Context: an optimization exercise on an open-source flow, tuned for small area. The choices shown serve that exercise and are no tape-out recipe. Only simulation tests tie the RTL to the original design; equivalence was not proved. Power and IR drop assume default switching activity.

## lane 1
Design exec_controller, start of the top module:
module exec_controller #(
    parameter int OPCODE_WIDTH = 15,
    parameter int PC_WIDTH     = 9,
    parameter int STACK_WIDTH  = 255,
    parameter int STACK_DEPTH  = 127
) (
    input  logic                   clk,
    input  logic                   rst,
    input  logic                   run,
    input  logic [OPCODE_WIDTH:0]  rom_data,
    input  logic [STACK_WIDTH:0]   top0,
    input  logic [STACK_WIDTH:0]   top1,
    output logic                   pc_load_sig,
    output logic                   pc_inc_sig,
    output logic [PC_WIDTH:0]      pc_load_val,
    output logic                   stack_push_sig,
    output logic [STACK_WIDTH:0]   stack_push_data,
    output logic [2:0]             stack_pop_sig,
    output logic [7:0]             depth,
    output logic                   halted,
    output logic                   fault
);
    logic [2:0] state_q;
    logic [7:0] depth_q;
    wire [3:0] op = rom_data[15:12];
    wire st_exec  = state_q[1] & ~state_q[2];
    wire st_idle  = ~(state_q[0] | state_q[1] | state_q[2]);
    wire st_fetch = state_q[0];
    wire op_lo    = ~op[3];                           
    wire o_nop    = op == 4'h0;
    wire o_pushi  = op == 4'h1;
    wire o_pop    = op == 4'h2;
    wire o_dup    = op == 4'h3;
    wire o_arith  = op_lo & op[2] & ~op[1];           
    wire o_jmp    = op == 4'h6;
    wire o_jz     = op == 4'h7;
    wire o_halt   = op == 4'hF;
    wire o_push   = o_pushi | o_dup | o_arith;
    wire o_pop1   = o_pop | o_jz;
    wire d_zero   = depth_q == 8'd0;
    wire d_one    = depth_q == 8'd1;
    wire d_full   = depth_q[7];
    wire illegal  = op[3] & ~(op[2] & op[1] & op[0]);
    wire underflow = (d_zero & (o_pop1 | o_dup | o_arith)) | (d_one & o_arith);
  ...
==> flow/config.mk <==
export PLATFORM = sky130hd
export DESIGN_NAME = exec_controller
export DESIGN_NICKNAME = exec_controller
export VERILOG_FILES = /design/flow/design.v
export SDC_FILE = /design/flow/constraint.sdc
export NUM_CORES = 4
export LEC_CHECK = 0
export CAP_MARGIN = 20
export CORE_MARGIN = 2
export CORE_UTILIZATION = 25
export SETUP_SLACK_MARGIN = 0.3
export SLEW_MARGIN = 20
==> flow/constraint.sdc <==
create_clock -name core_clock -period 14.0 [get_ports {clk}]
set_input_delay 2.8000 -clock core_clock [delete_from_list [all_inputs] [get_ports {clk}]]
set_output_delay 2.8000 -clock core_clock [all_outputs]
set_load 0.01 [all_outputs]
standard.sh (not shown) runs the stock make flow with config.mk's settings and CLKGATE_MAP_FILE= SYNTH_SCRIPT=/design/flow/synth_recipe.tcl, a recipe that flattens the netlist after the stock synthesis.
==> flow/flow/run.sh <==
#!/bin/bash
# Standard ORFS layout, with two changes: the port buffers are the smallest plain buffer
# (buf_1) instead of the delay cell buffer_ports picks by default, and after global routing
# non-critical gates are sized down (power/area recovery).
set -euo pipefail
bash standard.sh \
  BUFFER_PORTS_ARGS="-buffer_cell sky130_fd_sc_hd__buf_1" \
  RECOVER_POWER=100 \
  finish > standard.log 2>&1
Modified inputs, lane 2 compared to lane 1
==> flow/flow/run.sh <==
#!/bin/bash
# Standard ORFS layout, with three changes: Yosys's synth runs without its early generic ABC
# pass (SYNTH_ARGS=-noabc; the full ABC mapping after adder extraction still runs), the port
# buffers are the smallest plain buffer (buf_1) instead of the delay cell buffer_ports picks by
# default, and after global routing non-critical gates are sized down (power/area recovery).
set -euo pipefail
bash standard.sh \
  SYNTH_ARGS=-noabc \
  BUFFER_PORTS_ARGS="-buffer_cell sky130_fd_sc_hd__buf_1" \
  RECOVER_POWER=100 \
  finish > standard.log 2>&1
-- flow/config.mk --
<<< lane 1, line 7
export LEC_CHECK = 0
export CAP_MARGIN = 20
export CORE_MARGIN = 2
export CORE_UTILIZATION = 25
export SETUP_SLACK_MARGIN = 0.3
export SLEW_MARGIN = 20
>>> lane 2, line 7
export LEC_CHECK = 0
export CAP_MARGIN = 0
export CORE_MARGIN = 2
export CORE_UTILIZATION = 25
export CTS_BUF_LIST = sky130_fd_sc_hd__clkbuf_2 sky130_fd_sc_hd__clkbuf_4
export SETUP_SLACK_MARGIN = 0
export SLEW_MARGIN = 0
Findings:
STATUS run=lane 2 STAGES=ALL_DONE FINAL_CHECKS=FAILED CAUSE=capacitance limit, slew limit
Lane 2 against lane 1: actual slew at the worst max-slew pin +2090 ps, global-route usage +0.27 points.
Relative to lane 1, the power attributed to the clock group measured on lane 2 has decreased by more than half.
Number of standard cells after synthesis was lower in lane 2 than in lane 1.
Looking at length of routed wiring on met1, lane 2 sits 250 um higher than lane 1 does.
Summary of lane 2 over lane 1: post-route standard cell area excluding fillers decreased 680 um2; max-slew violation total from the final report increased 76.
Against lane 1, lane 2 reports a leakage power of the design that is higher.
The final reports for lane 2 and lane 1 show final setup slack of the worst path lower in the former.
In lane 2, area share of fa/ha/maj cells after synthesis is higher than in lane 1.
In the tables for lane 2 and lane 1, combinational share of power reads higher with lane 2.
What lane 3 does differently from lane 2 at the input level:
==> flow/run.sh (new file) <==
#!/bin/bash
# synth_recipe.tcl (not shown) runs the flow's synth.tcl, then flattens the netlist and writes it again
# the make line also repeats each setting of config.mk as NAME=value (left out here)
make -C /OpenROAD-flow-scripts/flow DESIGN_CONFIG=/design/flow/config.mk WORK_HOME=/design/flow/orfs CLKGATE_MAP_FILE= SYNTH_SCRIPT=/design/flow/synth_recipe.tcl finish
==> flow/config.mk <==
export PLATFORM = sky130hd
export DESIGN_NAME = exec_controller
export DESIGN_NICKNAME = exec_controller
export VERILOG_FILES = /design/flow/design.v
export SDC_FILE = /design/flow/constraint.sdc
export NUM_CORES = 4
export LEC_CHECK = 0
export CAP_MARGIN = 20
export CORE_MARGIN = 2
export CORE_UTILIZATION = 50
export SLEW_MARGIN = 20
removed: flow/flow/run.sh
removed: flow/standard.sh
==> comparison <==
- Not one of lane 3 and lane 2 finished clean.
- Lane 3 did not finish: a tool error stopped it during I/O pin placement (3_2_place_iop).
- There was hardly any difference in synthesized area per cell between lane 2 and lane 3.
- [compare] base=lane 2 new=lane 3: horizontal die dimension went down about 28%; post-synthesis mux area share stayed essentially flat.
- The run showing the greater number of instances in the synthesized netlist is lane 3.
- Lane 3: complex-gate fraction of the synthesized area 0.26 points below lane 2
- Compared with lane 2, lane 3 shows count of standard-cell rows lower by 29%.
- Summary — netlist area before placement, lane 3 relative to lane 2: higher, by 290 um2.
--- input diff lane 3..lane 4 ---
==> flow/flow/run.sh (new file) <==
#!/bin/bash
# Standard ORFS layout, with two changes: the port buffers are the smallest plain buffer
# (buf_1) instead of the delay cell buffer_ports picks by default, and after global routing
# non-critical gates are sized down (power/area recovery).
set -euo pipefail
bash standard.sh \
  BUFFER_PORTS_ARGS="-buffer_cell sky130_fd_sc_hd__buf_1" \
  RECOVER_POWER=100 \
  finish > standard.log 2>&1
==> flow/standard.sh (new file) <==
#!/bin/bash
# synth_recipe.tcl (not shown) runs the flow's synth.tcl, then flattens the netlist and writes it again
# the make line also repeats each setting of config.mk as NAME=value (left out here)
make -C /OpenROAD-flow-scripts/flow DESIGN_CONFIG=/design/flow/config.mk WORK_HOME=/design/flow/orfs CLKGATE_MAP_FILE= SYNTH_SCRIPT=/design/flow/synth_recipe.tcl "${@:-finish}"
-- flow/config.mk --
<<< lane 3, line 7
export LEC_CHECK = 0
export CAP_MARGIN = 20
export CORE_MARGIN = 2
export CORE_UTILIZATION = 50
export SLEW_MARGIN = 20
>>> lane 4, line 7
export LEC_CHECK = 0
export CAP_MARGIN = 0
export CORE_MARGIN = 2
export CORE_UTILIZATION = 25
export CTS_BUF_LIST = sky130_fd_sc_hd__clkbuf_2 sky130_fd_sc_hd__clkbuf_4
export SETUP_SLACK_MARGIN = 0
export SLEW_MARGIN = 0
removed: flow/run.sh
==> results.txt <==
- The final layout from lane 4, which completed every stage, passed the timing, DRC and antenna checks at the end of the flow.
- Lane 4 against lane 3: post-synthesis average cell area shows no meaningful change, synthesized cell count shows no meaningful change, arithmetic-cell share of the synthesized area counting full adders, half adders and majority gates shows no meaningful change, fraction of synthesized cell area in xor and xnor cells shows no meaningful change.
- From lane 3 to lane 4, number of distinct library cells after synthesis did not move at all.
- Lane 4 -> lane 3: count of flip-flops with a built-in enable after synthesis delta 0, exact match
- Floorplan die height grows by more than a quarter when moving from lane 3 to lane 4.
- From lane 4 to lane 3, post-synthesis instance area did not move at all.
- On floorplan row count, the higher figure sits with lane 4, not lane 3.
- Lane 4 against lane 3: starting density of the core lower, die extent in x now larger.
Relative to lane 4, the following input files were edited for lane 5:
==> flow/run.sh (new file) <==
#!/bin/bash
# synth_recipe.tcl (not shown) runs the flow's synth.tcl, then flattens the netlist and writes it again
# the make line also repeats each setting of config.mk as NAME=value (left out here)
make -C /OpenROAD-flow-scripts/flow DESIGN_CONFIG=/design/flow/config.mk WORK_HOME=/design/flow/orfs CLKGATE_MAP_FILE= SYNTH_SCRIPT=/design/flow/synth_recipe.tcl finish
==> flow/config.mk <==
export PLATFORM = sky130hd
export DESIGN_NAME = exec_controller
export DESIGN_NICKNAME = exec_controller
export VERILOG_FILES = /design/flow/design.v
export SDC_FILE = /design/flow/constraint.sdc
export NUM_CORES = 4
export LEC_CHECK = 0
export CAP_MARGIN = 20
export CORE_MARGIN = 2
export CORE_UTILIZATION = 25
export SETUP_SLACK_MARGIN = 0.3
export SLEW_MARGIN = 20
removed: flow/flow/run.sh
removed: flow/standard.sh
--- outcome ---
- [diff] upper clock frequency limit, lane 5 relative to lane 4: improvement
- Summary: with lane 4 as the reference, power in lane 5 moved up by more than a quarter.
- Lane 5 against lane 4: proportion of power drawn by the clock network higher, actual slew at the worst max-slew pin went down 77 ps.
- When the final numbers for lane 4 and lane 5 were put side by side, the clock-pin slew of the registers on the worst-case setup and hold paths turned out to be smaller in lane 5.
- Global routing usage on met2 ended up 8.2 points higher on lane 5 than on lane 4.
- Relative to lane 4, the flop-to-flop setup slack of lane 5 is higher by 80 ps.
- NOTE: met3 track demand over resource in lane 5 exceeds that of lane 4
- Run comparison: lane 5 critical path's slowest cell clkdlybuf4s50_1; lane 4 critical path's slowest cell fa_1

[re-timing with driven ports]
No port has a modelled driver above. Below, the same layouts with a new extraction and two added sets of constraints.
Step 1 sets driving cells, clkbuf_16 on the clock port and buf_2 on the other inputs (assumed; they add their load-dependent delay and slew).
Step 2 adds t to the input delays and takes it off the output delays; t is the mean of the earliest and latest rising clock arrival at the registers after step 1. Input paths then give back, and output paths get back, about the clock's delay inside the block.
Slacks: ideal ports / drivers / drivers and shift; pairs: ideal ports / drivers.
| run | t (ns) | slack for setup (ns) | worst register clock-pin slew, ns | worst data-port slew with drivers (ns) | pins driven straight from the clock port |
|---|---|---|---|---|---|
| lane 1 | 0.266 | 0.478 / 0.457 / 0.457 | 0.04 / 0.04 | 0.25 | 1 |
| lane 2 | 0.295 | 0.461 / 0.415 / 0.415 | 0.08 / 0.08 | 0.28 | 1 |
| lane 4 | 0.294 | 0.501 / 0.479 / 0.479 | 0.08 / 0.08 | 0.27 | 1 |
| lane 5 | 0.289 | 0.637 / 0.603 / 0.603 | 0.04 / 0.04 | 0.22 | 1 |
For lane 2, which loses most, drivers alone change the setup slack by -0.046 ns; drivers and shift together by -0.046 ns.
